Background: an optimization exercise with open tools, aiming at small area, a short achievable clock period and few clock cycles. Do not read the settings as production practice.
Function was checked by simulation only, so behaviour that the tests miss may differ from the original.

<file path="design/flow/flow/run.sh">
#!/bin/bash
# Own flow: the standard synthesis, then the standard ORFS layout with the
# platform's delay cells kept out of buffering and resizing (they otherwise end
# up as port and wire buffers). Each step's output goes to its own log here.
set -euo pipefail
PLATFORM_DONT_USE="sky130_fd_sc_hd__probe_p_8 sky130_fd_sc_hd__probec_p_8 sky130_fd_sc_hd__lpflow_bleeder_1 sky130_fd_sc_hd__lpflow_clkbufkapwr_1 sky130_fd_sc_hd__lpflow_clkbufkapwr_16 sky130_fd_sc_hd__lpflow_clkbufkapwr_2 sky130_fd_sc_hd__lpflow_clkbufkapwr_4 sky130_fd_sc_hd__lpflow_clkbufkapwr_8 sky130_fd_sc_hd__lpflow_clkinvkapwr_1 sky130_fd_sc_hd__lpflow_clkinvkapwr_16 sky130_fd_sc_hd__lpflow_clkinvkapwr_2 sky130_fd_sc_hd__lpflow_clkinvkapwr_4 sky130_fd_sc_hd__lpflow_clkinvkapwr_8 sky130_fd_sc_hd__lpflow_decapkapwr_12 sky130_fd_sc_hd__lpflow_decapkapwr_3 sky130_fd_sc_hd__lpflow_decapkapwr_4 sky130_fd_sc_hd__lpflow_decapkapwr_6 sky130_fd_sc_hd__lpflow_decapkapwr_8 sky130_fd_sc_hd__lpflow_inputiso0n_1 sky130_fd_sc_hd__lpflow_inputiso0p_1 sky130_fd_sc_hd__lpflow_inputiso1n_1 sky130_fd_sc_hd__lpflow_inputiso1p_1 sky130_fd_sc_hd__lpflow_inputisolatch_1 sky130_fd_sc_hd__lpflow_isobufsrc_1 sky130_fd_sc_hd__lpflow_isobufsrc_16 sky130_fd_sc_hd__lpflow_isobufsrc_2 sky130_fd_sc_hd__lpflow_isobufsrc_4 sky130_fd_sc_hd__lpflow_isobufsrc_8 sky130_fd_sc_hd__lpflow_isobufsrckapwr_16 sky130_fd_sc_hd__lpflow_lsbuf_lh_hl_isowell_tap_1 sky130_fd_sc_hd__lpflow_lsbuf_lh_hl_isowell_tap_2 sky130_fd_sc_hd__lpflow_lsbuf_lh_hl_isowell_tap_4 sky130_fd_sc_hd__lpflow_lsbuf_lh_isowell_4 sky130_fd_sc_hd__lpflow_lsbuf_lh_isowell_tap_1 sky130_fd_sc_hd__lpflow_lsbuf_lh_isowell_tap_2 sky130_fd_sc_hd__lpflow_lsbuf_lh_isowell_tap_4"
DELAY_CELLS="sky130_fd_sc_hd__clkdlybuf4s15_1 sky130_fd_sc_hd__clkdlybuf4s15_2 sky130_fd_sc_hd__clkdlybuf4s18_1 sky130_fd_sc_hd__clkdlybuf4s18_2 sky130_fd_sc_hd__clkdlybuf4s25_1 sky130_fd_sc_hd__clkdlybuf4s25_2 sky130_fd_sc_hd__clkdlybuf4s50_1 sky130_fd_sc_hd__clkdlybuf4s50_2 sky130_fd_sc_hd__dlygate4sd1_1 sky130_fd_sc_hd__dlygate4sd2_1 sky130_fd_sc_hd__dlygate4sd3_1 sky130_fd_sc_hd__dlymetal6s2s_1 sky130_fd_sc_hd__dlymetal6s4s_1 sky130_fd_sc_hd__dlymetal6s6s_1"
bash standard.sh synth > synth.log 2>&1
bash standard.sh "DONT_USE_CELLS=$PLATFORM_DONT_USE $DELAY_CELLS" finish > layout.log 2>&1
test -s out/final.def
</file>
<file path="design/flow/standard.sh">
#!/bin/bash
# synth_recipe.tcl (not shown) runs the flow's synth.tcl, then flattens the netlist and writes it again
# the make line also repeats each setting of config.mk as NAME=value (left out here)
make -C /OpenROAD-flow-scripts/flow DESIGN_CONFIG=/design/flow/config.mk WORK_HOME=/design/flow/orfs CLKGATE_MAP_FILE= SYNTH_SCRIPT=/design/flow/synth_recipe.tcl "${@:-finish}"
</file>
<file path="design/flow/config.mk">
export PLATFORM = sky130hd
export DESIGN_NAME = dehaze_top
export DESIGN_NICKNAME = dehaze_top
export VERILOG_FILES = /design/flow/design.v
export SDC_FILE = /design/flow/constraint.sdc
export NUM_CORES = 4
export LEC_CHECK = 0
export ABC_AREA = 1
export CAP_MARGIN = 50
export CORE_MARGIN = 2
export CORE_UTILIZATION = 70
export CTS_CLUSTER_DIAMETER = 70
export CTS_CLUSTER_SIZE = 32
export SLEW_MARGIN = 50
</file>
<file path="design/flow/constraint.sdc">
create_clock -name core_clock -period 25.0 [get_ports {clk}]
set_input_delay 5.0000 -clock core_clock [delete_from_list [all_inputs] [get_ports {clk}]]
set_output_delay 5.0000 -clock core_clock [all_outputs]
set_load 0.01 [all_outputs]
</file>
<file path="design/flow/design.v">
package dehaze_pkg;
    localparam int img_dim = 8;
    localparam int num_pix = img_dim * img_dim;
    function automatic logic [6:0] gain_lut(input logic [7:0] d);
        case (d)
            8'd0: gain_lut = 7'd64;
            8'd1: gain_lut = 7'd64;
            8'd2: gain_lut = 7'd64;
            8'd3: gain_lut = 7'd64;
            8'd4: gain_lut = 7'd61;
            8'd5: gain_lut = 7'd61;
            8'd6: gain_lut = 7'd61;
            8'd7: gain_lut = 7'd59;
            8'd8: gain_lut = 7'd59;
            8'd9: gain_lut = 7'd59;
            8'd10: gain_lut = 7'd57;
            8'd11: gain_lut = 7'd57;
            8'd12: gain_lut = 7'd57;
            8'd13: gain_lut = 7'd57;
            8'd14: gain_lut = 7'd55;
            8'd15: gain_lut = 7'd55;
            8'd16: gain_lut = 7'd55;
            8'd17: gain_lut = 7'd53;
            8'd18: gain_lut = 7'd53;
            8'd19: gain_lut = 7'd53;
            8'd20: gain_lut = 7'd51;
            8'd21: gain_lut = 7'd51;
            8'd22: gain_lut = 7'd51;
            8'd23: gain_lut = 7'd51;
            8'd24: gain_lut = 7'd50;
            8'd25: gain_lut = 7'd50;
            8'd26: gain_lut = 7'd50;
            8'd27: gain_lut = 7'd48;
            8'd28: gain_lut = 7'd48;
            8'd29: gain_lut = 7'd48;
            8'd30: gain_lut = 7'd47;
            8'd31: gain_lut = 7'd47;
            8'd32: gain_lut = 7'd47;
            8'd33: gain_lut = 7'd47;
            8'd34: gain_lut = 7'd45;
            8'd35: gain_lut = 7'd45;
            8'd36: gain_lut = 7'd45;
            8'd37: gain_lut = 7'd44;
            8'd38: gain_lut = 7'd44;
            8'd39: gain_lut = 7'd44;
            8'd40: gain_lut = 7'd43;
            8'd41: gain_lut = 7'd43;
            8'd42: gain_lut = 7'd43;
            8'd43: gain_lut = 7'd43;
            8'd44: gain_lut = 7'd42;
            8'd45: gain_lut = 7'd42;
            8'd46: gain_lut = 7'd42;
            8'd47: gain_lut = 7'd41;
            8'd48: gain_lut = 7'd41;
            8'd49: gain_lut = 7'd41;
            8'd50: gain_lut = 7'd40;
            8'd51: gain_lut = 7'd40;
            8'd52: gain_lut = 7'd40;
            8'd53: gain_lut = 7'd40;
            8'd54: gain_lut = 7'd39;
            8'd55: gain_lut = 7'd39;
            8'd56: gain_lut = 7'd39;
            8'd57: gain_lut = 7'd38;
            8'd58: gain_lut = 7'd38;
            8'd59: gain_lut = 7'd38;
            8'd60: gain_lut = 7'd37;
            8'd61: gain_lut = 7'd37;
            8'd62: gain_lut = 7'd37;
            8'd63: gain_lut = 7'd37;
            8'd64: gain_lut = 7'd36;
            8'd65: gain_lut = 7'd36;
            8'd66: gain_lut = 7'd36;
            8'd67: gain_lut = 7'd35;
            8'd68: gain_lut = 7'd35;
            8'd69: gain_lut = 7'd35;
            8'd70: gain_lut = 7'd34;
            8'd71: gain_lut = 7'd34;
            8'd72: gain_lut = 7'd34;
            8'd73: gain_lut = 7'd34;
            8'd74: gain_lut = 7'd34;
            8'd75: gain_lut = 7'd34;
            8'd76: gain_lut = 7'd34;
            8'd77: gain_lut = 7'd33;
            8'd78: gain_lut = 7'd33;
            8'd79: gain_lut = 7'd33;
            8'd80: gain_lut = 7'd32;
            8'd81: gain_lut = 7'd32;
            8'd82: gain_lut = 7'd32;
            8'd83: gain_lut = 7'd32;
            8'd84: gain_lut = 7'd32;
            8'd85: gain_lut = 7'd32;
            8'd86: gain_lut = 7'd32;
            8'd87: gain_lut = 7'd31;
            8'd88: gain_lut = 7'd31;
            8'd89: gain_lut = 7'd31;
            8'd90: gain_lut = 7'd30;
            8'd91: gain_lut = 7'd30;
            8'd92: gain_lut = 7'd30;
            8'd93: gain_lut = 7'd30;
            8'd94: gain_lut = 7'd30;
            8'd95: gain_lut = 7'd30;
            8'd96: gain_lut = 7'd30;
            8'd97: gain_lut = 7'd29;
            8'd98: gain_lut = 7'd29;
            8'd99: gain_lut = 7'd29;
            8'd100: gain_lut = 7'd29;
            8'd101: gain_lut = 7'd29;
            8'd102: gain_lut = 7'd29;
            8'd103: gain_lut = 7'd29;
            8'd104: gain_lut = 7'd28;
            8'd105: gain_lut = 7'd28;
            8'd106: gain_lut = 7'd28;
            8'd107: gain_lut = 7'd28;
            8'd108: gain_lut = 7'd28;
            8'd109: gain_lut = 7'd28;
            8'd110: gain_lut = 7'd27;
            8'd111: gain_lut = 7'd27;
            8'd112: gain_lut = 7'd27;
            8'd113: gain_lut = 7'd27;
            8'd114: gain_lut = 7'd27;
            8'd115: gain_lut = 7'd27;
            8'd116: gain_lut = 7'd27;
            8'd117: gain_lut = 7'd26;
            8'd118: gain_lut = 7'd26;
            8'd119: gain_lut = 7'd26;
            8'd120: gain_lut = 7'd26;
            8'd121: gain_lut = 7'd26;
            8'd122: gain_lut = 7'd26;
            8'd123: gain_lut = 7'd26;
            8'd124: gain_lut = 7'd25;
            8'd125: gain_lut = 7'd25;
            8'd126: gain_lut = 7'd25;
            8'd127: gain_lut = 7'd25;
            8'd128: gain_lut = 7'd25;
            8'd129: gain_lut = 7'd25;
            8'd130: gain_lut = 7'd25;
            8'd131: gain_lut = 7'd25;
            8'd132: gain_lut = 7'd25;
            8'd133: gain_lut = 7'd25;
            8'd134: gain_lut = 7'd24;
            8'd135: gain_lut = 7'd24;
            8'd136: gain_lut = 7'd24;
            8'd137: gain_lut = 7'd24;
            8'd138: gain_lut = 7'd24;
            8'd139: gain_lut = 7'd24;
            8'd140: gain_lut = 7'd23;
            8'd141: gain_lut = 7'd23;
            8'd142: gain_lut = 7'd23;
            8'd143: gain_lut = 7'd23;
            8'd144: gain_lut = 7'd23;
            8'd145: gain_lut = 7'd23;
            8'd146: gain_lut = 7'd23;
            8'd147: gain_lut = 7'd23;
            8'd148: gain_lut = 7'd23;
            8'd149: gain_lut = 7'd23;
            8'd150: gain_lut = 7'd22;
            8'd151: gain_lut = 7'd22;
            8'd152: gain_lut = 7'd22;
            8'd153: gain_lut = 7'd22;
            8'd154: gain_lut = 7'd22;
            8'd155: gain_lut = 7'd22;
            8'd156: gain_lut = 7'd22;
            8'd157: gain_lut = 7'd22;
            8'd158: gain_lut = 7'd22;
            8'd159: gain_lut = 7'd22;
            8'd160: gain_lut = 7'd21;
            8'd161: gain_lut = 7'd21;
            8'd162: gain_lut = 7'd21;
            8'd163: gain_lut = 7'd21;
            8'd164: gain_lut = 7'd21;
            8'd165: gain_lut = 7'd21;
            8'd166: gain_lut = 7'd21;
            8'd167: gain_lut = 7'd21;
            8'd168: gain_lut = 7'd21;
            8'd169: gain_lut = 7'd21;
            8'd170: gain_lut = 7'd21;
            8'd171: gain_lut = 7'd21;
            8'd172: gain_lut = 7'd21;
            8'd173: gain_lut = 7'd21;
            8'd174: gain_lut = 7'd20;
            8'd175: gain_lut = 7'd20;
            8'd176: gain_lut = 7'd20;
            8'd177: gain_lut = 7'd20;
            8'd178: gain_lut = 7'd20;
            8'd179: gain_lut = 7'd20;
            8'd180: gain_lut = 7'd20;
            8'd181: gain_lut = 7'd20;
            8'd182: gain_lut = 7'd20;
            8'd183: gain_lut = 7'd20;
            8'd184: gain_lut = 7'd20;
            8'd185: gain_lut = 7'd20;
            8'd186: gain_lut = 7'd20;
            8'd187: gain_lut = 7'd19;
            8'd188: gain_lut = 7'd19;
            8'd189: gain_lut = 7'd19;
            8'd190: gain_lut = 7'd19;
            8'd191: gain_lut = 7'd19;
            8'd192: gain_lut = 7'd19;
            8'd193: gain_lut = 7'd19;
            8'd194: gain_lut = 7'd19;
            8'd195: gain_lut = 7'd19;
            8'd196: gain_lut = 7'd19;
            8'd197: gain_lut = 7'd19;
            8'd198: gain_lut = 7'd19;
            8'd199: gain_lut = 7'd19;
            8'd200: gain_lut = 7'd18;
            8'd201: gain_lut = 7'd18;
            8'd202: gain_lut = 7'd18;
            8'd203: gain_lut = 7'd18;
            8'd204: gain_lut = 7'd18;
            8'd205: gain_lut = 7'd18;
            8'd206: gain_lut = 7'd18;
            8'd207: gain_lut = 7'd18;
            8'd208: gain_lut = 7'd18;
            8'd209: gain_lut = 7'd18;
            8'd210: gain_lut = 7'd18;
            8'd211: gain_lut = 7'd18;
            8'd212: gain_lut = 7'd18;
            8'd213: gain_lut = 7'd18;
            8'd214: gain_lut = 7'd17;
            8'd215: gain_lut = 7'd17;
            8'd216: gain_lut = 7'd17;
            8'd217: gain_lut = 7'd17;
            8'd218: gain_lut = 7'd17;
            8'd219: gain_lut = 7'd17;
            8'd220: gain_lut = 7'd17;
            8'd221: gain_lut = 7'd17;
            8'd222: gain_lut = 7'd17;
            8'd223: gain_lut = 7'd17;
            8'd224: gain_lut = 7'd17;
            8'd225: gain_lut = 7'd17;
            8'd226: gain_lut = 7'd17;
            8'd227: gain_lut = 7'd17;
            8'd228: gain_lut = 7'd17;
            8'd229: gain_lut = 7'd17;
            8'd230: gain_lut = 7'd17;
            8'd231: gain_lut = 7'd17;
            8'd232: gain_lut = 7'd17;
            8'd233: gain_lut = 7'd17;
            8'd234: gain_lut = 7'd16;
            8'd235: gain_lut = 7'd16;
            8'd236: gain_lut = 7'd16;
            8'd237: gain_lut = 7'd16;
            8'd238: gain_lut = 7'd16;
            8'd239: gain_lut = 7'd16;
            8'd240: gain_lut = 7'd16;
            8'd241: gain_lut = 7'd16;
            8'd242: gain_lut = 7'd16;
            8'd243: gain_lut = 7'd16;
            8'd244: gain_lut = 7'd16;
            8'd245: gain_lut = 7'd16;
            8'd246: gain_lut = 7'd16;
            8'd247: gain_lut = 7'd16;
            8'd248: gain_lut = 7'd16;
            8'd249: gain_lut = 7'd16;
            8'd250: gain_lut = 7'd16;
            8'd251: gain_lut = 7'd16;
            8'd252: gain_lut = 7'd16;
            8'd253: gain_lut = 7'd16;
            8'd254: gain_lut = 7'd16;
            8'd255: gain_lut = 7'd16;
            default: gain_lut = 7'd16;
        endcase
    endfunction
endpackage
`timescale 1ns/1ps
module dehaze_top (
    input  logic        clk,
    input  logic        rst,
    input  logic        in_req,
    output logic        in_ack,
    input  logic [23:0] in_pix,      
    output logic        out_req,
    input  logic        out_ack,
    output logic [23:0] out_pix,     
    output logic        out_last
);
    logic        i_full;            
    logic [23:0] ipix;
    logic [23:0] ch [0:8];          
    logic [5:0]  cnt;               
    logic [3:0]  nold;              
    logic        oraw;              
    logic        ordy;              
    logic        pin;               
    logic        pdr;               
    logic [6:0]  gain;
    logic [7:0]  vm [0:7];          
    logic [7:0]  v3p;               
    logic [7:0]  pmin;              
    function automatic logic lt8(input logic [7:0] a, input logic [7:0] b);
        lt8 = 1'b0;
        for (int i = 0; i < 8; i++) lt8 = (~a[i] & b[i]) | (~(a[i] & ~b[i]) & lt8);
    endfunction
    function automatic logic [7:0] min2(input logic [7:0] a, input logic [7:0] b);
        min2 = lt8(a, b) ? a : b;
    endfunction
    function automatic logic [7:0] min3(input logic [23:0] p);
        logic rg, rb, gb;
        rg = lt8(p[23:16], p[15:8]);
        rb = lt8(p[23:16], p[7:0]);
        gb = lt8(p[15:8], p[7:0]);
        min3 = (rg && rb) ? p[23:16] : (!rg && gb) ? p[15:8] : p[7:0];
    endfunction
    function automatic logic [7:0] recover(input logic [7:0] c, input logic [6:0] g);
        logic [7:0]  u;
        logic [13:0] s, k, pp, ns, nk;
        logic [14:0] p;
        u = ~c;
        s = {6'b0, u & {8{g[0]}}};
        k = 14'd0;
        for (int j = 1; j < 6; j++) begin
            pp = {6'b0, u & {8{g[j]}}} << j;
            ns = s ^ k ^ pp;
            nk = ((s & k) | (s & pp) | (k & pp)) << 1;
            s  = ns;
            k  = nk;
        end
        p = {1'b0, s + k} | (g[6] ? {1'b0, u, 6'b0} : 15'd0);
        recover = (|p[14:12]) ? 8'd0 : ~p[11:4];
    endfunction
    logic [7:0] m_new, m_up, v3, dark, pm_new, vm_new;
    logic [3:0] nnew;
    logic       out_free, do_in, do_drain, c8_valid, interior;
    assign m_new  = min3(ipix);
    assign m_up   = min3(ch[7]);
    assign v3     = min2(vm[7], m_new);
    assign dark   = min2(min2(pmin, vm[7]), m_new);
    assign pm_new = min2(v3p, v3);
    assign vm_new = min2(m_up, m_new);
    assign nnew     = (cnt > 6'd8) ? 4'd9 : cnt[3:0];
    assign out_free = (!oraw && !ordy && !out_req) || (out_req && out_ack);
    assign do_in    = i_full && !pin && out_free;
    assign do_drain = !i_full && !pdr && (nold != 4'd0) && out_free;
    assign c8_valid = (nold != 4'd0) || (cnt > 6'd8);
    assign interior = (cnt[2:1] != 2'd0) && (cnt[5:4] != 2'd0);
    always_ff @(posedge clk or posedge rst) begin
        if (rst) begin
            i_full  <= 1'b0;
            in_ack  <= 1'b0;
            cnt     <= '0;
            nold    <= '0;
            oraw    <= 1'b0;
            ordy    <= 1'b0;
            out_req <= 1'b0;
            pin     <= 1'b0;
            pdr     <= 1'b0;
        end else begin
            if (in_req && !in_ack && (!i_full || pin)) begin
                i_full <= 1'b1;
                in_ack <= 1'b1;
            end else begin
                if (in_ack && !in_req) in_ack <= 1'b0;
                if (pin) i_full <= 1'b0;
            end
            pin <= do_in;
            pdr <= do_drain;
            if (pin) begin
                cnt <= cnt + 1'b1;
                if (cnt == 6'd63) nold <= 4'd9;
                else if (nold != 4'd0) nold <= nold - 1'b1;
            end else if (pdr) begin
                nold <= nold - 1'b1;
            end
            if (out_req && out_ack) out_req <= 1'b0;
            if ((oraw || ordy) && !out_ack) out_req <= 1'b1;
            ordy <= (oraw || ordy) && out_ack;
            oraw <= (do_in && c8_valid) || do_drain;
        end
    end
    always_ff @(posedge clk) begin
        if (!i_full || pin) ipix <= in_pix;
        if (pin) begin
            ch[0] <= ipix;
            vm[0] <= vm_new;
            for (int k = 1; k < 8; k++) vm[k] <= vm[k-1];
            v3p  <= v3;
            pmin <= pm_new;
        end
        for (int k = 1; k < 9; k++) begin
            if (pin || (pdr && nnew < 4'(k))) ch[k] <= ch[k-1];
        end
        gain <= (i_full && interior) ? dehaze_pkg::gain_lut(dark) : 7'd16;
        if (oraw) begin
            out_pix[23:16] <= recover(ch[8][23:16], gain);
            out_pix[15:8]  <= recover(ch[8][15:8], gain);
            out_pix[7:0]   <= recover(ch[8][7:0], gain);
            out_last       <= (nold == 4'd1);
        end
    end
endmodule
</file>
==> summary.md, run 1 <==
| Metric | Value |
|---|---|
| Compound-Gate Fraction of Synth Area | `6.072%` |
| Post-Syn Instances | `1585` |
| Clock-pin slew of the registers on the worst-case setup and hold paths | `110 ps` |
| CP max FO | `3` |
| Hpwl dp | `24.11 mm` |
| H-tree depth | `1` |
| Footprint of the multi-input gates | `0.006101 mm²` |
| CTS resizes | `0` |
| RePlAce Congestion | `0.9084` |
| Post-layout instance area | `0.01942 mm²` |
| Buf/Inv on CP | `1` |
| Max Slew Vio Count | `0` |
| CTS tree | `done` |
| Simple-Gate Fraction of Synth Area | `14.50%` |
| Post-Route Skew | `13.06 ps` |
| Die X | `164.8 µm` |
| Final Hold Viols | `0` |
| Avg Inst Size Synth | `11.41 µm²` |
| First-pass GRT wire length | `54.41 mm` |
| Mapped Area | `0.01809 mm²` |
| Via density | `5.631` |
| NumNets Final | `1802` |
| Starting density of the core | `71.64%` |
| Sink Count | `369` |
| Total gr overflow | `0` |
| RSZ-0062 raised after global routing | `no` |
| Post-Route WL | `33.01 mm` |
| Aggregate global-route resource usage | `25.76%` |
| Core area | `0.02525 mm²` |
| P&R area growth vs syn | `7.352%` |
| Status | `no timing/DRC/antenna violations` |
| Worst-margin pin slew | `720.7 ps` |
| Register Area | `0.01093 mm²` |
| Clk latency of the worst-skew pair | `540 ps` |
| Hold Path Class | `reg2reg` |
| # Max-Cap Violations | `0` |
| Crit path time final | `6075 ps` |
| Vert. Die Dim | `164.8 µm` |
| Tcrit/Tclk final | `24.30%` |
| Row count | `58` |
| ANT nets after route | `0` |
| Post-Syn Nets | `1740` |
| Initial antenna violation count | `0` |
| CP peak stage delay | `410 ps` |
| Drt pass-1 iters | `5` |
| Num CTS Buffers | `19` |
| Largest net degree at the start of global routing | `49` |
| Via Count | `11190` |
| Port-buffer cells | `54` |
| Largest family of logic cells by synthesized area | `simple AND/OR/NAND/NOR gates` |
| Top_reg_cell synth | `edfxtp_1` |
| WP data required | `20000 ps` |
| Register bit total from synthesis | `369` |
| Fillers | `1598` |
| Setup Viol. Count Final | `0` |
| Crit. End Element | `output port` |
| Mux cell area share after synthesis | `0%` |
| Sequential area share after synthesis | `60.39%` |
| Top delay family on crit path | `flip-flops` |
| Post-CTS setup buffer count | `0` |
| Placed instance area | `0.01871 mm²` |
| Async SR Flop Fraction | `4.607%` |
| Critical path, cell by cell | `buf_1` |
| Kind of critical path | `reg2out` |
| CP Launch Type | `flop` |
| Post-synthesis adder-cell area fraction | `12.14%` |
| FMAX | `164.6 MHz` |
| CTS root buf | `clkbuf_16` |
| Commonest non-fill, non-tap cell in the layout | `edfxtp_1` |
| IO Count | `55` |
| Die ar. | `0.02715 mm²` |
| Final Util | `76.90%` |
| Synth cell types | `59` |
| Critical path arrival | `1070 ps` |
| Hold buffers post-CTS | `0` |
| YS warnings | `3` |
| Post-synth EDFFs | `345` |
| Xor/xnor share of the synthesized area | `0.6778%` |
| Slew Limit Headroom | `51.95%` |
| Buffer depth of the longest clock path | `3` |
| Most frequent cells in the layout | `edfxtp_1, nand2_1, inv_1` |
| Drt drc | `0` |
| Ant. Diodes | `0` |
| Number of global-route vias before repair | `11290` |
| Starting DRT DRC Count | `809` |
| Critical Path Slowest Stage Cell | `dfrtp_1` |
| DR WL/cell | `16.61 µm` |
| Share of post-route cells with drive strength above 1 | `7.483%` |
| Setup TNS | `0 ps` |
[layer usage]
layer  wire length [µm]  track usage [%]
met5                  0                0
met3               1590            3.214
met2              17070            47.05
met4               1227            9.842
met1              13120            31.41
[cells by family after synthesis]
group / count (synthesis)
simple gates: 611
fa+ha+maj: 127
compound gates: 172
buf+inv: 292
flops: 369
xor+xnor: 14
[metrics by stage]
step	worst slack (ps)	hold slack, ps	cells
final	18930	421.0	1987
after global routing	18720	425.1	1987
after CTS	18900	425.6	1985
after detailed placement	19190	404.5	1954
after global placement	19260	400.2	1953
after floorplan	18830	400.3	1585
[registers in the layout (all words and copies together), names as in the netlist]
register and count:
ch 216, vm 64, ipix 24, out_pix 24, pmin 8, v3p 8, gain 7, cnt 6
nold 4, i_full 1, in_ack 1, oraw 1, ordy 1, out_last 1, out_req 1, pdr 1
pin 1
[cell type report]
class	instances	share of cell area (%)
Sequential cell	369	56.29
Multi-Input combinational cell	924	31.41
Inverter	268	5.193
Clock buffer	21	2.487
Tap cell	330	2.126
Timing Repair Buffer	65	1.572
Clock inverter	10	0.9148
[cells in the mapped netlist, drive strengths merged (3+ instances only)]
cell type / number / share of area [%]
o21ai: 69 / 2.2
a31oi: 5 / 0.17
o22ai: 17 / 0.59
xnor2: 8 / 0.39
a21oi: 35 / 1.1
inv: 266 / 5.5
o21a: 3 / 0.12
fa: 81 / 9.0
xor2: 6 / 0.29
ha: 46 / 3.2
nand2: 350 / 7.8
nand3: 71 / 2.2
o211ai: 11 / 0.48
o221ai: 14 / 0.68
dfxtp: 7 / 0.77
and2: 3 / 0.12
a221oi: 3 / 0.15
nor2: 149 / 3.1
edfxtp: 345 / 57
o21bai: 4 / 0.17
buf: 5 / 0.24
nand3b: 4 / 0.17
nand4: 5 / 0.17
dfrtp: 17 / 2.4
nor3: 13 / 0.36
clkbuf: 19 / 0.39
a211oi: 6 / 0.25
or2: 9 / 0.31
[worst paths after layout]
check / start / endpoint / slack, ps / depth (start not counted)
max: in_ack / in_ack / 18930 / 1
min: ch[6][14] / ch[7][14] / 420 / 0
max reg2reg: gain[0] / out_pix[22] / 19010 / 17
min reg2reg: ch[6][14] / ch[7][14] / 420 / 0
max in group asynchronous: rst / pin / 20330 / 2
min in group asynchronous: rst / out_req / 4390 / 2
Testbench counts, summed over its fixed seeds: cycles 8,352.
==> run 2, diff against run 1 <==
--- a/design/flow/config.mk
+++ b/design/flow/config.mk
@@ -8,7 +8,7 @@
 export ABC_AREA = 1
-export CAP_MARGIN = 50
+export CAP_MARGIN = 30
 export CORE_MARGIN = 2
 export CORE_UTILIZATION = 70
-export CTS_CLUSTER_DIAMETER = 70
-export CTS_CLUSTER_SIZE = 32
-export SLEW_MARGIN = 50
+export CTS_CLUSTER_DIAMETER = 60
+export CTS_CLUSTER_SIZE = 25
+export SLEW_MARGIN = 30
==> run 2 against run 1 <==
Effect of this change: die area unchanged; design area increased by 1.1%; count of clock-buffer cells in the layout increased by 6; critical path type unchanged; flip-flop and latch count unchanged; final cell count increased by 0.60%; critical endpoint unchanged; critical path depth unchanged; worst hold slack got worse by 9.3 ps; wire length increased by 1.9%.
==> summary.md, run 2 <==
| Metric | Value |
|---|---|
| YS warnings | `3 (unchanged)` |
| Hpwl dp | `24.09 mm (was 24.11 mm)` |
| WP data required | `20000 ps (about the same)` |
| NumNets Final | `1807 (was 1802)` |
| Crit path setup slack, layout | `18910 ps (was 18930 ps)` |
| Setup Viol. Count Final | `0 (unchanged)` |
| Post-CTS setup buffer count | `0 (unchanged)` |
| Die ar. | `0.02715 mm² (unchanged)` |
| Top cells by area, synth | `edfxtp_1, fa_1, nand2_1, inv_1, ha_1 (unchanged)` |
| Hold endpoint | `ch[2][23] (was ch[7][14])` |
| Synth cell types | `59 (unchanged)` |
| Row count | `58 (unchanged)` |
| Place WS | `19190 ps (about the same)` |
| CP Launch Type | `flop (unchanged)` |
| RePlAce Congestion | `0.9084 (unchanged)` |
| Critical Path Slowest Stage Cell | `dfrtp_1 (unchanged)` |
| CTS resizes | `0 (unchanged)` |
| Initial antenna violation count | `1 (was 0)` |
| Post-Syn Nets | `1740 (unchanged)` |
| Crit path time final | `6093 ps (was 6075 ps)` |
| RSZ-0062 raised after global routing | `no (unchanged)` |
| IO Count | `55 (unchanged)` |
| ANT nets after route | `0 (unchanged)` |
| Buf/Inv on CP | `1 (unchanged)` |
| Clk latency of the worst-skew pair | `570 ps (was 540 ps)` |
| Commonest non-fill, non-tap cell in the layout | `edfxtp_1 (unchanged)` |
| Aggregate global-route resource usage | `25.89% (was 25.76%)` |
| Register Area | `0.01093 mm² (about the same)` |
| FMAX | `164.1 MHz (was 164.6 MHz)` |
| Reg2reg start | `gain[0] (unchanged)` |
| Hold Path Stages | `0 (unchanged)` |
| Post-synth EDFFs | `345 (unchanged)` |
| Port-buffer cells | `54 (unchanged)` |
| Critical path arrival | `1090 ps (was 1070 ps)` |
| Hold Path Class | `reg2reg (unchanged)` |
| Vert. Die Dim | `164.8 µm (unchanged)` |
| Final Hold Viols | `0 (unchanged)` |
| Hold_sp | `ch[1][23] (was ch[6][14])` |
| H-tree depth | `1 (unchanged)` |
| Reg-to-Reg End | `out_pix[22] (unchanged)` |
| Footprint of the multi-input gates | `0.006086 mm² (was 0.006101 mm²)` |
| Sink Count | `369 (unchanged)` |
| Count leader, synth | `edfxtp_1 (unchanged)` |
| Slew Limit Headroom | `36.45% (was 51.95%)` |
| Starting DRT DRC Count | `991 (was 809)` |
| Hold slack | `411.7 ps (was 421.0 ps)` |
| Ant. Diodes | `0 (unchanged)` |
| Total gr overflow | `0 (unchanged)` |
| Final Util | `77.77% (was 76.90%)` |
| Critical path, cell by cell | `buf_1 (unchanged)` |
| Setup slack, reg-to-reg | `19090 ps (was 19010 ps)` |
| Num CTS Buffers | `27 (was 19)` |
| Die X | `164.8 µm (unchanged)` |
| # Max-Cap Violations | `0 (unchanged)` |
| Core area | `0.02525 mm² (unchanged)` |
| Worst-margin pin slew | `946.0 ps (was 720.7 ps)` |
| Biggest regs | `ch x216, vm x64 (unchanged)` |
| Post-Syn Instances | `1585 (unchanged)` |
| Hold buffers post-CTS | `0 (unchanged)` |
| Async SR Flop Fraction | `4.607% (unchanged)` |
| Share of post-route cells with drive strength above 1 | `7.849% (was 7.483%)` |
| Setup TNS | `0 ps (unchanged)` |
| Via Count | `11390 (was 11190)` |
| Max Slew Vio Count | `0 (unchanged)` |
| Max reg flops | `216 (unchanged)` |
| Post-Route Skew | `18.26 ps (was 13.06 ps)` |
| P&R area growth vs syn | `8.562% (was 7.352%)` |
| Biggest register | `ch (unchanged)` |
| Kind of critical path | `reg2out (unchanged)` |
| Tcrit/Tclk final | `24.37% (was 24.30%)` |
| Largest net degree at the start of global routing | `65 (was 49)` |
| Crit. End Element | `output port (unchanged)` |
| DR WL/cell | `16.83 µm (was 16.61 µm)` |
| CP peak stage delay | `400 ps (was 410 ps)` |
| Reg2Reg Depth | `17 (unchanged)` |
| CP max FO | `3 (unchanged)` |
| Post-synth top cells | `edfxtp_1, nand2_1, inv_1 (unchanged)` |
| Status | `no timing/DRC/antenna violations (unchanged)` |
| Fillers | `1537 (was 1598)` |
| CTS tree | `done (unchanged)` |
| Register bit total from synthesis | `369 (unchanged)` |
| Drt pass-1 iters | `7 (was 5)` |
| CTS root buf | `clkbuf_16 (unchanged)` |
| Top_reg_cell synth | `edfxtp_1 (unchanged)` |
| Number of global-route vias before repair | `11210 (was 11290)` |
| Sequential area share after synthesis | `60.39% (unchanged)` |
| First-pass GRT wire length | `54.50 mm (was 54.41 mm)` |
| Most frequent cells in the layout | `edfxtp_1, nand2_1, inv_1 (unchanged)` |
| Synth area leader | `edfxtp_1 (unchanged)` |
| Starting density of the core | `71.64% (unchanged)` |
| Buffer depth of the longest clock path | `3 (unchanged)` |
| Avg Inst Size Synth | `11.41 µm² (unchanged)` |
| Top-area cell type share of the netlist area | `57.27% (unchanged)` |
| Via density | `5.699 (was 5.631)` |
| Top delay family on crit path | `flip-flops (unchanged)` |
| Post-Route WL | `33.64 mm (was 33.01 mm)` |
| Mapped Area | `0.01809 mm² (unchanged)` |
| Clock-pin slew of the registers on the worst-case setup and hold paths | `90 ps (was 110 ps)` |
| Drt drc | `0 (unchanged)` |
run 2: cell counts after synthesis:
No cell type changed its count.
run 2: cell type report:
| class | count | share of cell area [%] |
|---|---|---|
| clock inverter | 19 | 1.446 |
| inverter | 268 | 5.135 |
| sequential | 369 | 55.65 |
| multi-input combinational | 924 | 30.99 |
| clock buffer | 27 | 3.440 |
| timing repair buffer | 62 | 1.236 |
| tap | 330 | 2.102 |
run 2: how the worst max path moves through the flow:
stage	depth (start not counted)	start	to
after floorplan	6	pin	ch[1][0]
after global placement	6	out_ack	oraw
after detailed placement	17	gain[0]	out_pix[22]
after CTS	1	in_ack	in_ack
after global routing	17	gain[0]	out_pix[22]
final	1	in_ack	in_ack
run 2: cell families after synthesis:
kind of cell | after synthesis | share of synthesized area [%]
DFF | 369 | 60.39
adders and majority gates | 127 | 12.14
and+or+nand+nor | 611 | 14.50
AOI/OAI and AO/OA | 172 | 6.072
buffers and inverters | 292 | 6.211
xor gates and xnor gates | 14 | 0.6778
run 2: stage by stage:
step	instances	instance area, µm²
after detailed placement	1953	18680
final	1999	19640
after CTS	1999	19640
after global routing	1999	19640
after global placement	1953	18660
after floorplan	1585	18090
run 2: per-layer routing:
layer  GRT usage (%)  part of all wire [%]
met1           31.42                    38
met3           3.365                   5.5
met4           10.79                   4.6
met2           46.92                    51
met5               0                 0.039
==> run 3, diff against run 2 <==
--- a/design/flow/config.mk
+++ b/design/flow/config.mk
@@ -8,3 +8,3 @@
 export ABC_AREA = 1
-export CAP_MARGIN = 30
+export CAP_MARGIN = 50
 export CORE_MARGIN = 2
@@ -13,2 +13,2 @@
 export CTS_CLUSTER_SIZE = 25
-export SLEW_MARGIN = 30
+export SLEW_MARGIN = 50
==> run 3 against run 2 <==
Effect of this change: still clean; sequential share of layout area up 0.21 points; maximum frequency up 0.11%; wire length down 1.8%; first-iteration DRC count down 9.2%; design area down 0.36%; flip-flop and latch count unchanged; critical path type unchanged.
==> summary.md, run 3 <==
| Metric | Value |
|---|---|
| Status | `no timing/DRC/antenna violations (unchanged)` |
| Post-synth top cells | `edfxtp_1, nand2_1, inv_1 (unchanged)` |
| Synth cell types | `59 (unchanged)` |
| Hold slack | `416.1 ps (was 411.7 ps)` |
| Port-buffer cells | `54 (unchanged)` |
| Largest net degree at the start of global routing | `49 (was 65)` |
| Top delay family on crit path | `flip-flops (unchanged)` |
| NumNets Final | `1808 (was 1807)` |
| Avg Inst Size Synth | `11.41 µm² (unchanged)` |
| Setup Viol. Count Final | `0 (unchanged)` |
| Max Slew Vio Count | `0 (unchanged)` |
| Clock-pin slew of the registers on the worst-case setup and hold paths | `90 ps (about the same)` |
| YS warnings | `3 (unchanged)` |
| Drt pass-1 iters | `5 (was 7)` |
| Critical path arrival | `1090 ps (about the same)` |
| H-tree depth | `1 (unchanged)` |
| Final Hold Viols | `0 (unchanged)` |
| CP Launch Type | `flop (unchanged)` |
| Count leader, synth | `edfxtp_1 (unchanged)` |
| Sequential area share after synthesis | `60.39% (unchanged)` |
| Mapped Area | `0.01809 mm² (unchanged)` |
| Top_reg_cell synth | `edfxtp_1 (unchanged)` |
| CP peak stage delay | `400 ps (about the same)` |
| Critical Path Slowest Stage Cell | `dfrtp_1 (unchanged)` |
| Share of post-route cells with drive strength above 1 | `7.955% (was 7.849%)` |
| CTS resizes | `0 (unchanged)` |
| Biggest regs | `ch x216, vm x64 (unchanged)` |
| Drt drc | `0 (unchanged)` |
| Via Count | `11250 (was 11390)` |
| Post-CTS setup buffer count | `0 (unchanged)` |
| Number of global-route vias before repair | `11250 (was 11210)` |
| Hpwl dp | `24.11 mm (was 24.09 mm)` |
| Clk latency of the worst-skew pair | `550 ps (was 570 ps)` |
| Hold Path Class | `reg2reg (unchanged)` |
| Top cells by area, synth | `edfxtp_1, fa_1, nand2_1, inv_1, ha_1 (unchanged)` |
| Top-area cell type share of the netlist area | `57.27% (unchanged)` |
| FMAX | `164.3 MHz (was 164.1 MHz)` |
| IO Count | `55 (unchanged)` |
| Starting DRT DRC Count | `900 (was 991)` |
| Post-Route Skew | `29.36 ps (was 18.26 ps)` |
| Finished Layout Cells | `2002 (was 1999)` |
| P&R area growth vs syn | `8.175% (was 8.562%)` |
| Critical path, cell by cell | `buf_1 (unchanged)` |
| Crit path time final | `6086 ps (was 6093 ps)` |
| Slew Limit Headroom | `53.68% (was 36.45%)` |
| Reg2Reg Depth | `17 (unchanged)` |
| Critical path depth in cells | `1 (unchanged)` |
| Post-synth EDFFs | `345 (unchanged)` |
| Register bit total from synthesis | `369 (unchanged)` |
| Hold Path Stages | `0 (unchanged)` |
| CP max FO | `3 (unchanged)` |
| CTS tree | `done (unchanged)` |
| First-pass GRT wire length | `54.37 mm (was 54.50 mm)` |
| Initial antenna violation count | `0 (was 1)` |
| Synth area leader | `edfxtp_1 (unchanged)` |
| CTS root buf | `clkbuf_16 (unchanged)` |
| Worst-margin pin slew | `694.8 ps (was 946.0 ps)` |
| Biggest register | `ch (unchanged)` |
| ANT nets after route | `0 (unchanged)` |
| Buf/Inv on CP | `1 (unchanged)` |
| WP data required | `20000 ps (about the same)` |
| Post-Syn Instances | `1585 (unchanged)` |
| Num CTS Buffers | `25 (was 27)` |
| Die X | `164.8 µm (unchanged)` |
| Async SR Flop Fraction | `4.607% (unchanged)` |
| DR WL/cell | `16.50 µm (was 16.83 µm)` |
| Post-Route WL | `33.03 mm (was 33.64 mm)` |
| RePlAce Congestion | `0.9084 (unchanged)` |
| Tcrit/Tclk final | `24.35% (was 24.37%)` |
| Max reg flops | `216 (unchanged)` |
| Starting density of the core | `71.64% (unchanged)` |
| Via density | `5.617 (was 5.699)` |
| Total gr overflow | `0 (unchanged)` |
| Buffer depth of the longest clock path | `3 (unchanged)` |
| Crit. End Element | `output port (unchanged)` |
| Core area | `0.02525 mm² (unchanged)` |
| Hold buffers post-CTS | `0 (unchanged)` |
| Vert. Die Dim | `164.8 µm (unchanged)` |
| Aggregate global-route resource usage | `25.71% (was 25.89%)` |
| Kind of critical path | `reg2out (unchanged)` |
| Die ar. | `0.02715 mm² (unchanged)` |
| Placed cell count | `1954 (was 1953)` |
| Setup TNS | `0 ps (unchanged)` |
| Ant. Diodes | `0 (unchanged)` |
| Row count | `58 (unchanged)` |
| Commonest non-fill, non-tap cell in the layout | `edfxtp_1 (unchanged)` |
| Post-Syn Nets | `1740 (unchanged)` |
| Sink Count | `369 (unchanged)` |
| # Max-Cap Violations | `0 (unchanged)` |
| RSZ-0062 raised after global routing | `no (unchanged)` |
| Most frequent cells in the layout | `edfxtp_1, nand2_1, inv_1 (unchanged)` |
==> run 3: layout make-up <==
type | instances | area, µm²
Clock inverter | 15 | 161.4
Fill cell | 1567 | 5684
Tap cell | 330 | 412.9
Multi-Input combinational cell | 924 | 6101
Sequential cell | 369 | 10930
Clock buffer | 31 | 648.1
Timing Repair Buffer | 65 | 305.3
Inverter | 268 | 1008
==> run 3: cell families after synthesis <==
logic type	share of synthesized area, %
AOI/OAI and AO/OA	6.072
xor gates and xnor gates	0.6778
and+or+nand+nor	14.50
adders and majority gates	12.14
DFF	60.39
buffers and inverters	6.211
==> run 3: final timing paths <==
path	startpoint	end	slack (ps)
max reg2reg	gain[0]	out_pix[22]	19040
min reg2reg	ch[5][13]	ch[6][13]	420
min	ch[5][13]	ch[6][13]	420
min in group asynchronous	rst	cnt[3]	4380
max in group asynchronous	rst	pin	20330
max	in_ack	in_ack	18910
==> run 3: stage by stage <==
step                      util [%]  setup slack (ps)  instance area [µm²]
final                        77.49             18910                19570
after global routing         77.49             18710                19570
after CTS                    77.30             18890                19520
after detailed placement     74.09             19190                18710
after global placement       73.88             19260                18660
after floorplan                  -             18830                18090
==> run 3: metal layers <==
metal  vias to the layer above  global-route usage [%]  part of all wire (%)  routed length (µm)
li1                       5402                       -                     -                   -
met1                      5381                   31.88                    40               13180
met2                       354                   45.66                    51               16770
met3                       108                   3.616                   5.3                1747
met4                         0                   10.67                   4.0                1330
met5                         -                       0                     0                   0
==> run 4, diff against run 3 <==
--- a/design/flow/config.mk
+++ b/design/flow/config.mk
@@ -11,4 +11,4 @@
 export CORE_UTILIZATION = 70
-export CTS_CLUSTER_DIAMETER = 60
-export CTS_CLUSTER_SIZE = 25
+export CTS_CLUSTER_DIAMETER = 100
+export CTS_CLUSTER_SIZE = 30
 export SLEW_MARGIN = 50
==> run 4 against run 3 <==
Effect of this change: core utilization fell by 1.2 points; clock skew fell by 7.8 ps; via count fell by 1.6%.
==> summary.md, run 4 <==
| Metric | Value |
|---|---|
| Hold buffers post-CTS | `0 (unchanged)` |
| Ant. Diodes | `0 (unchanged)` |
| Starting density of the core | `71.64% (unchanged)` |
| YS warnings | `3 (unchanged)` |
| Row count | `58 (unchanged)` |
| Max Slew Vio Count | `0 (unchanged)` |
| RSZ-0062 raised after global routing | `no (unchanged)` |
| # Max-Cap Violations | `0 (unchanged)` |
| Post-CTS setup buffer count | `0 (unchanged)` |
| Die X | `164.8 µm (unchanged)` |
| CP Launch Type | `flop (unchanged)` |
| Vert. Die Dim | `164.8 µm (unchanged)` |
| Largest net degree at the start of global routing | `49 (unchanged)` |
| Starting DRT DRC Count | `843 (was 900)` |
| Synth area leader | `edfxtp_1 (unchanged)` |
| Core area | `0.02525 mm² (unchanged)` |
| Biggest regs | `ch x216, vm x64 (unchanged)` |
| Register Area | `0.01093 mm² (unchanged)` |
| Critical path, cell by cell | `buf_1 (unchanged)` |
| IO Count | `55 (unchanged)` |
| Setup TNS | `0 ps (unchanged)` |
| Num CTS Buffers | `17 (was 25)` |
| FMAX | `165.2 MHz (was 164.3 MHz)` |
| Buf/Inv on CP | `1 (unchanged)` |
| RePlAce Congestion | `0.9084 (unchanged)` |
| Commonest non-fill, non-tap cell in the layout | `edfxtp_1 (unchanged)` |
| Sink Count | `369 (unchanged)` |
| Total gr overflow | `0 (unchanged)` |
| Max reg flops | `216 (unchanged)` |
| Status | `no timing/DRC/antenna violations (unchanged)` |
| Post-Syn Nets | `1740 (unchanged)` |
| Metal-1 WL | `13.08 mm (was 13.18 mm)` |
| WP data required | `20000 ps (about the same)` |
| Met2 wire len | `16.76 mm (was 16.77 mm)` |
| Die ar. | `0.02715 mm² (unchanged)` |
| NumNets Final | `1801 (was 1808)` |
| Share of post-route cells with drive strength above 1 | `7.208% (was 7.955%)` |
| Top delay family on crit path | `flip-flops (unchanged)` |
| Avg Inst Size Synth | `11.41 µm² (unchanged)` |
| Final Util | `76.32% (was 77.49%)` |
| Drt drc | `0 (unchanged)` |
| First-pass GRT wire length | `53.44 mm (was 54.37 mm)` |
| Critical path arrival | `1050 ps (was 1090 ps)` |
| Post-synth top cells | `edfxtp_1, nand2_1, inv_1 (unchanged)` |
| Top cells by area, synth | `edfxtp_1, fa_1, nand2_1, inv_1, ha_1 (unchanged)` |
| Critical Path Slowest Stage Cell | `dfrtp_1 (unchanged)` |
| Placed cell count | `1954 (unchanged)` |
| Setup Viol. Count Final | `0 (unchanged)` |
| Most frequent cells in the layout | `edfxtp_1, nand2_1, inv_1 (unchanged)` |
| Top-area cell type share of the netlist area | `57.27% (unchanged)` |
| CTS resizes | `0 (unchanged)` |
| Top_reg_cell synth | `edfxtp_1 (unchanged)` |
| Biggest register | `ch (unchanged)` |
| CTS tree | `done (unchanged)` |
| Post-Syn Instances | `1585 (unchanged)` |
| Initial antenna violation count | `0 (unchanged)` |
| Clock-pin slew of the registers on the worst-case setup and hold paths | `110 ps (was 90 ps)` |
| Port-buffer cells | `54 (unchanged)` |
| Met3 wire length | `1.552 mm (was 1.747 mm)` |
| Post-synth EDFFs | `345 (unchanged)` |
| Crit. End Element | `output port (unchanged)` |
| Number of global-route vias before repair | `11040 (was 11250)` |
| Top Layer Used | `met4 (unchanged)` |
| Mapped Area | `0.01809 mm² (unchanged)` |
| Footprint of the multi-input gates | `0.006101 mm² (unchanged)` |
| Async SR Flop Fraction | `4.607% (unchanged)` |
| Post-Route WL | `32.57 mm (was 33.03 mm)` |
| Aggregate global-route resource usage | `25.16% (was 25.71%)` |
| Tcrit/Tclk final | `24.21% (was 24.35%)` |
| H-tree depth | `1 (unchanged)` |
| CTS root buf | `clkbuf_16 (unchanged)` |
| Final Hold Viols | `0 (unchanged)` |
| Register bit total from synthesis | `369 (unchanged)` |
| Post-Route Skew | `21.52 ps (was 29.36 ps)` |
| Synth cell types | `59 (unchanged)` |
| DR WL/cell | `16.44 µm (was 16.50 µm)` |
| Clk latency of the worst-skew pair | `530 ps (was 550 ps)` |
| Hpwl dp | `24.11 mm (unchanged)` |
| Via density | `5.588 (was 5.617)` |
| Kind of critical path | `reg2out (unchanged)` |
| Crit path time final | `6052 ps (was 6086 ps)` |
| CP max FO | `3 (unchanged)` |
| P&R area growth vs syn | `6.536% (was 8.175%)` |
| Via Count | `11070 (was 11250)` |
| Fillers | `1617 (was 1567)` |
| Count leader, synth | `edfxtp_1 (unchanged)` |
| Buffer depth of the longest clock path | `3 (unchanged)` |
| Sequential area share after synthesis | `60.39% (unchanged)` |
| Finished Layout Cells | `1981 (was 2002)` |
| Hold Path Class | `reg2reg (unchanged)` |
| ANT nets after route | `0 (unchanged)` |
| Worst-margin pin slew | `659.7 ps (was 694.8 ps)` |
| Drt pass-1 iters | `5 (unchanged)` |
| Slew Limit Headroom | `56.01% (was 53.68%)` |
| CP peak stage delay | `410 ps (was 400 ps)` |
[run 4: cell counts after synthesis]
No cell type changed its count.
[run 4: final timing paths]
kind,startpoint,end,slack [ps],cells after the start
max in group asynchronous,rst,pin,20310,2
worst max-delay path,in_ack,in_ack,18950,1
worst max register to register,gain[0],out_pix[22],19110,17
worst min-delay path,ch[0][10],ch[1][10],420,0
worst min register to register,ch[0][10],ch[1][10],420,0
min in group asynchronous,rst,out_req,4410,2
[run 4: kinds of logic (layout without fill, tap and decap cells)]
group / Yosys count / in the layout / share of synthesized area [%]
flops: 369 / 369 / 60.39
xor+xnor: 14 / 14 / 0.6778
simple gates: 611 / 611 / 14.50
fa+ha+maj: 127 / 127 / 12.14
compound gates: 172 / 172 / 6.072
buf+inv: 292 / 358 / 6.211
[run 4: layout make-up]
cell class / instances / area share, %
flip-flops and latches: 369 / 56.73
clock inverters: 5 / 0.3441
multi-input cells: 924 / 31.65
well taps: 330 / 2.142
repair buffers: 66 / 1.655
clock buffers: 19 / 2.246
inverters: 268 / 5.232
[run 4: through the flow]
| step | hold WS (ps) | cell area, µm² | setup slack [ps] |
|---|---|---|---|
| 5_1_grt | 423.3 | 19270 | 18820 |
| 2_1_floorplan | 400.3 | 18090 | 18830 |
| 3_5_place_dp | 404.5 | 18710 | 19190 |
| 4_1_cts | 425.5 | 19210 | 18930 |
| 3_3_place_gp | 400.2 | 18660 | 19260 |
| 6_report | 418.6 | 19270 | 18950 |
[run 4: per-layer routing]
layer	vias to the layer above	global-route usage, %
li1	5367	-
met2	331	45.55
met5	-	0
met1	5285	30.98
met4	0	9.842
met3	87	3.089
==> run 5, diff against run 4 <==
--- a/design/flow/config.mk
+++ b/design/flow/config.mk
@@ -12,3 +12,3 @@
 export CTS_CLUSTER_DIAMETER = 100
-export CTS_CLUSTER_SIZE = 30
+export CTS_CLUSTER_SIZE = 28
 export SLEW_MARGIN = 50
==> run 5 against run 4 <==
Effect of this change: sequential share of layout area is 0.059 points lower; core utilization is 0.079 points higher; count of clock-buffer cells in the layout is 2 higher; critical path depth stayed put; flip-flop and latch count stayed put; worst hold slack worse by 9.2 ps; synthesized cell count stayed put; register-to-register slack hardly changed; area after synthesis stayed put; global-route usage is 0.35 points higher; critical path type unchanged.
==> summary.md, run 5 <==
| Metric | Value |
|---|---|
| Status | `no timing/DRC/antenna violations (unchanged)` |
| Crit. End Element | `output port (unchanged)` |
| Max reg flops | `216 (unchanged)` |
| Aggregate global-route resource usage | `25.51% (was 25.16%)` |
| Num CTS Buffers | `18 (was 17)` |
| Ant. Diodes | `0 (unchanged)` |
| Post-Syn Instances | `1585 (unchanged)` |
| Mapped Area | `0.01809 mm² (unchanged)` |
| First-pass GRT wire length | `53.91 mm (was 53.44 mm)` |
| Critical path arrival | `1050 ps (about the same)` |
| Post-CTS setup buffer count | `0 (unchanged)` |
| Avg Inst Size Synth | `11.41 µm² (unchanged)` |
| Synth cell types | `59 (unchanged)` |
| Reg2Reg Depth | `17 (unchanged)` |
| Crit path time final | `6052 ps (about the same)` |
| Reg2reg start | `gain[0] (unchanged)` |
| FMAX | `165.2 MHz (about the same)` |
| Tcrit/Tclk final | `24.21% (about the same)` |
| Critical Path Slowest Stage Cell | `dfrtp_1 (unchanged)` |
| DR WL/cell | `16.74 µm (was 16.44 µm)` |
| Number of global-route vias before repair | `11090 (was 11040)` |
| Top cells by area, synth | `edfxtp_1, fa_1, nand2_1, inv_1, ha_1 (unchanged)` |
| Final Util | `76.40% (was 76.32%)` |
| ANT nets after route | `0 (unchanged)` |
| Biggest regs | `ch x216, vm x64 (unchanged)` |
| Vert. Die Dim | `164.8 µm (unchanged)` |
| CP Launch Type | `flop (unchanged)` |
| Top_reg_cell synth | `edfxtp_1 (unchanged)` |
| Starting density of the core | `71.64% (unchanged)` |
| Share of post-route cells with drive strength above 1 | `7.208% (unchanged)` |
| CTS resizes | `0 (unchanged)` |
| Count leader, synth | `edfxtp_1 (unchanged)` |
| NumNets Final | `1801 (unchanged)` |
| Setup Viol. Count Final | `0 (unchanged)` |
| CTS root buf | `clkbuf_16 (unchanged)` |
| Reg-to-Reg End | `out_pix[22] (unchanged)` |
| Async SR Flop Fraction | `4.607% (unchanged)` |
| Core area | `0.02525 mm² (unchanged)` |
| Setup TNS | `0 ps (unchanged)` |
| Hold endpoint | `ch[1][8] (was ch[1][10])` |
| WP data required | `20000 ps (about the same)` |
| CTS tree | `done (unchanged)` |
| RSZ-0062 raised after global routing | `no (unchanged)` |
| CP max FO | `3 (unchanged)` |
| Final Hold Viols | `0 (unchanged)` |
| IO Count | `55 (unchanged)` |
| P&R area growth vs syn | `6.646% (was 6.536%)` |
| Finished Layout Cells | `1981 (unchanged)` |
| Post-Route Skew | `21.54 ps (was 21.52 ps)` |
| Die X | `164.8 µm (unchanged)` |
| Clock-pin slew of the registers on the worst-case setup and hold paths | `100 ps (was 110 ps)` |
| Buffer depth of the longest clock path | `3 (unchanged)` |
| Biggest register | `ch (unchanged)` |
| Via density | `5.650 (was 5.588)` |
| Worst-margin pin slew | `654.4 ps (was 659.7 ps)` |
| CP peak stage delay | `400 ps (was 410 ps)` |
| Drt drc | `0 (unchanged)` |
| Max Slew Vio Count | `0 (unchanged)` |
| Largest net degree at the start of global routing | `49 (unchanged)` |
| Kind of critical path | `reg2out (unchanged)` |
| Clk latency of the worst-skew pair | `530 ps (about the same)` |
| Synth area leader | `edfxtp_1 (unchanged)` |
| YS warnings | `3 (unchanged)` |
| Register bit total from synthesis | `369 (unchanged)` |
| Most frequent cells in the layout | `edfxtp_1, nand2_1, inv_1 (unchanged)` |
| Hold Path Class | `reg2reg (unchanged)` |
| Post-synth EDFFs | `345 (unchanged)` |
| Hold buffers post-CTS | `0 (unchanged)` |
| Initial antenna violation count | `0 (unchanged)` |
| Die ar. | `0.02715 mm² (unchanged)` |
| Placed cell count | `1954 (unchanged)` |
| Drt pass-1 iters | `5 (unchanged)` |
| Sink Count | `369 (unchanged)` |
| Post-Syn Nets | `1740 (unchanged)` |
| RePlAce Congestion | `0.9084 (unchanged)` |
| Post-Route WL | `33.15 mm (was 32.57 mm)` |
| Hold_sp | `ch[0][8] (was ch[0][10])` |
| Hpwl dp | `24.11 mm (unchanged)` |
| Slew Limit Headroom | `56.37% (was 56.01%)` |
| Buf/Inv on CP | `1 (unchanged)` |
| # Max-Cap Violations | `0 (unchanged)` |
| Critical path depth in cells | `1 (unchanged)` |
| Port-buffer cells | `54 (unchanged)` |
| Critical path, cell by cell | `buf_1 (unchanged)` |
| Starting DRT DRC Count | `991 (was 843)` |
| Top delay family on crit path | `flip-flops (unchanged)` |
| Post-synth top cells | `edfxtp_1, nand2_1, inv_1 (unchanged)` |
| H-tree depth | `1 (unchanged)` |
| Via Count | `11190 (was 11070)` |
| Top-area cell type share of the netlist area | `57.27% (unchanged)` |
| Sequential area share after synthesis | `60.39% (unchanged)` |
| Total gr overflow | `0 (unchanged)` |
| Row count | `58 (unchanged)` |
| Hold Path Stages | `0 (unchanged)` |
| Setup slack, reg-to-reg | `19120 ps (was 19110 ps)` |
| Commonest non-fill, non-tap cell in the layout | `edfxtp_1 (unchanged)` |
## run 5: cell families (layout without fill, tap and decap cells)
group	after synthesis	after routing	synth area share (%)
adders and majority gates	127	127	12.14
buffers and inverters	292	358	6.211
and+or+nand+nor	611	611	14.50
AOI/OAI and AO/OA	172	172	6.072
DFF	369	369	60.39
xor gates and xnor gates	14	14	0.6778
## run 5: how the worst max path moves through the flow
stage	from	to	slack [ps]
floorplan	pin	ch[1][0]	18830
global route	gain[0]	out_pix[22]	18750
detailed placement	gain[0]	out_pix[22]	19190
CTS	in_ack	in_ack	18930
finish	in_ack	in_ack	18950
global placement	out_ack	oraw	19260
## run 5: area by class of cell
cell class                      count  area [µm²]
Clock inverter                      4       72.57
Tap cell                          330       412.9
Inverter                          268        1008
Clock buffer                       21       461.7
Multi-Input combinational cell    924        6101
Timing Repair Buffer               65       304.0
Sequential cell                   369       10930
Fill cell                        1602        5961
## run 5: metal layers
metal  routed length (µm)  track usage (%)
met5                    0                0
met3                 1639            2.913
met1                13350            31.94
met2                16830            45.68
met4                 1332            10.24
## run 5: stage by stage
step | hold slack, ps | worst slack (ps) | area (µm²)
after floorplan | 400.3 | 18830 | 18090
after global placement | 400.2 | 19260 | 18660
after CTS | 412.8 | 18930 | 19250
after detailed placement | 404.5 | 19190 | 18710
after global routing | 412.2 | 18750 | 19290
final | 409.3 | 18950 | 19290
==> run 6, diff against run 5 <==
--- a/design/flow/config.mk
+++ b/design/flow/config.mk
@@ -10,5 +10,5 @@
 export CORE_MARGIN = 2
-export CORE_UTILIZATION = 70
+export CORE_UTILIZATION = 80
 export CTS_CLUSTER_DIAMETER = 100
-export CTS_CLUSTER_SIZE = 28
+export CTS_CLUSTER_SIZE = 30
 export SLEW_MARGIN = 50
==> run 6 against run 5 <==
Effect of this change: still clean on timing, DRC and antenna; die area fell by 12%; via count rose by 11%; area after synthesis did not move; worst hold slack got worse by 7.7 ps; first-iteration DRC count rose by 74%; clock skew rose by 6.4 ps; register-to-register slack improved by 80 ps; core utilization rose by 9.0 points; setup slack got worse by 41 ps; critical path depth did not move; flip-flop and latch count did not move.
==> summary.md, run 6 <==
| Metric | Value |
|---|---|
| Status | `no timing/DRC/antenna violations (unchanged)` |
| Post-synth EDFFs | `345 (unchanged)` |
| Core area | `0.02243 mm² (was 0.02525 mm²)` |
| Starting DRT DRC Count | `1729 (was 991)` |
| Max reg flops | `216 (unchanged)` |
| # Max-Cap Violations | `0 (unchanged)` |
| Drt drc | `0 (unchanged)` |
| Buf/Inv on CP | `1 (unchanged)` |
| Kind of critical path | `reg2out (unchanged)` |
| ANT nets after route | `0 (unchanged)` |
| Worst-margin pin slew | `711.0 ps (was 654.4 ps)` |
| Post-synth top cells | `edfxtp_1, nand2_1, inv_1 (unchanged)` |
| WP data required | `20000 ps (about the same)` |
| Post-Syn Nets | `1740 (unchanged)` |
| Setup Viol. Count Final | `0 (unchanged)` |
| Hold_sp | `ch[2][18] (was ch[0][8])` |
| Most frequent cells in the layout | `edfxtp_1, nand2_1, inv_1 (unchanged)` |
| Via density | `6.393 (was 5.650)` |
| Biggest regs | `ch x216, vm x64 (unchanged)` |
| Final Hold Viols | `0 (unchanged)` |
| Number of global-route vias before repair | `12340 (was 11090)` |
| Largest net degree at the start of global routing | `86 (was 49)` |
| Async SR Flop Fraction | `4.607% (unchanged)` |
| Top-area cell type share of the netlist area | `57.27% (unchanged)` |
| Die ar. | `0.02383 mm² (was 0.02715 mm²)` |
| Commonest non-fill, non-tap cell in the layout | `edfxtp_1 (unchanged)` |
| Starting density of the core | `80.64% (was 71.64%)` |
| Top cells by area, synth | `edfxtp_1, fa_1, nand2_1, inv_1, ha_1 (unchanged)` |
| Tcrit/Tclk final | `24.37% (was 24.21%)` |
| Biggest register | `ch (unchanged)` |
| Critical path, cell by cell | `buf_1 (unchanged)` |
| Mapped Area | `0.01809 mm² (unchanged)` |
| Total gr overflow | `0 (unchanged)` |
| Synth cell types | `59 (unchanged)` |
| FMAX | `164.1 MHz (was 165.2 MHz)` |
| Share of post-route cells with drive strength above 1 | `6.909% (was 7.208%)` |
| Hpwl dp | `26.90 mm (was 24.11 mm)` |
| Post-Syn Instances | `1585 (unchanged)` |
| Crit path time final | `6093 ps (was 6052 ps)` |
| RePlAce Congestion | `0.9441 (was 0.9084)` |
| Register bit total from synthesis | `369 (unchanged)` |
| RSZ-0062 raised after global routing | `no (unchanged)` |
| Critical path depth in cells | `1 (unchanged)` |
| Die X | `154.4 µm (was 164.8 µm)` |
| Slew Limit Headroom | `52.55% (was 56.37%)` |
| Top delay family on crit path | `flip-flops (unchanged)` |
| Place WS | `19190 ps (about the same)` |
| YS warnings | `3 (unchanged)` |
| Reg2reg start | `gain[0] (unchanged)` |
| Worst setup path startpoint | `in_ack (unchanged)` |
| Critical path arrival | `1090 ps (was 1050 ps)` |
| Num CTS Buffers | `16 (was 18)` |
| Hold Path Stages | `0 (unchanged)` |
| Fillers | `1036 (was 1602)` |
| Sink Count | `369 (unchanged)` |
| Final Util | `85.43% (was 76.40%)` |
| H-tree depth | `1 (unchanged)` |
| Initial antenna violation count | `1 (was 0)` |
| DR WL/cell | `21.24 µm (was 16.74 µm)` |
| CTS root buf | `clkbuf_16 (unchanged)` |
| Post-Route WL | `41.09 mm (was 33.15 mm)` |
| Crit. End Element | `output port (unchanged)` |
| Vert. Die Dim | `154.4 µm (was 164.8 µm)` |
| Via Count | `12370 (was 11190)` |
| Hold buffers post-CTS | `0 (unchanged)` |
| Port-buffer cells | `54 (unchanged)` |
| Top_reg_cell synth | `edfxtp_1 (unchanged)` |
| Buffer depth of the longest clock path | `3 (unchanged)` |
## run 6: cell counts after synthesis
Identical to the previous run, type by type.
## run 6: final timing paths
path / to / slack, ps
max reg2reg: out_pix[6] / 19200
max: in_ack / 18910
min reg2reg: ch[3][18] / 400
min in group asynchronous: pin / 4390
max in group asynchronous: pin / 20330
min: ch[3][18] / 400
## run 6: stage by stage
stage	std cells	cell area, µm²	hold slack (ps)
floorplan	1585	18090	400.3
global placement	1906	18600	400.2
detailed placement	1907	18660	404.5
CTS	1932	19120	403.4
global route	1935	19160	409.7
finish	1935	19160	401.7
## run 6: cell type report
class	count	area, µm²	area share [%]
inverters	268	1008	5.262
repair buffers	64	292.8	1.528
flip-flops and latches	369	10930	57.04
clock inverters	4	42.54	0.2220
clock buffers	21	419.2	2.187
well taps	285	356.6	1.861
multi-input cells	924	6113	31.90
## run 6: layer usage
| layer | vias up | global-route usage (%) | part of all wire [%] |
|---|---|---|---|
| li1 | 5367 | - | - |
| met1 | 5834 | 40.41 | 33 |
| met2 | 902 | 62.16 | 51 |
| met3 | 265 | 4.931 | 8.5 |
| met4 | 2 | 19.97 | 7.1 |
| met5 | - | 0 | 0.032 |
## run 6: cells by family after synthesis
family	Yosys count	share of synthesized area, %
AO/OA/AOI/OAI	172	6.072
XOR/XNOR	14	0.6778
adder cells (fa/ha/maj)	127	12.14
buffers and inverters	292	6.211
flip-flops	369	60.39
AND/OR/NAND/NOR	611	14.50

[afterwards: timing with drivers on the ports]
The flow's constraints put no driver on any port. The routed layouts listed below were extracted and timed again, unchanged, in two steps. Step 1, drivers: a clkbuf_16 drives clk and a buf_2 each remaining input, both assumed. Step 2 times the ports against the registers' clock, not the clock port: input delays grow and output delays shrink by t, the midpoint of the rising clock arrivals with the driver on. Slacks: no drivers / after step 1 / after step 2; pairs: no drivers / after step 1.
run	shift t [ns]	slack for setup (ns)	worst setup path at the end
run 1	0.581	18.925 / 18.876 / 19.006	register to register
run 2	0.605	18.907 / 18.859 / 19.088	register to register
run 3	0.588	18.914 / 18.866 / 19.043	register to register
run 4	0.564	18.948 / 18.899 / 19.112	register to register
run 5	0.571	18.948 / 18.900 / 19.119	register to register
run 6	0.570	18.907 / 18.861 / 19.165	input to register
After both steps setup and hold are still met in every run listed.
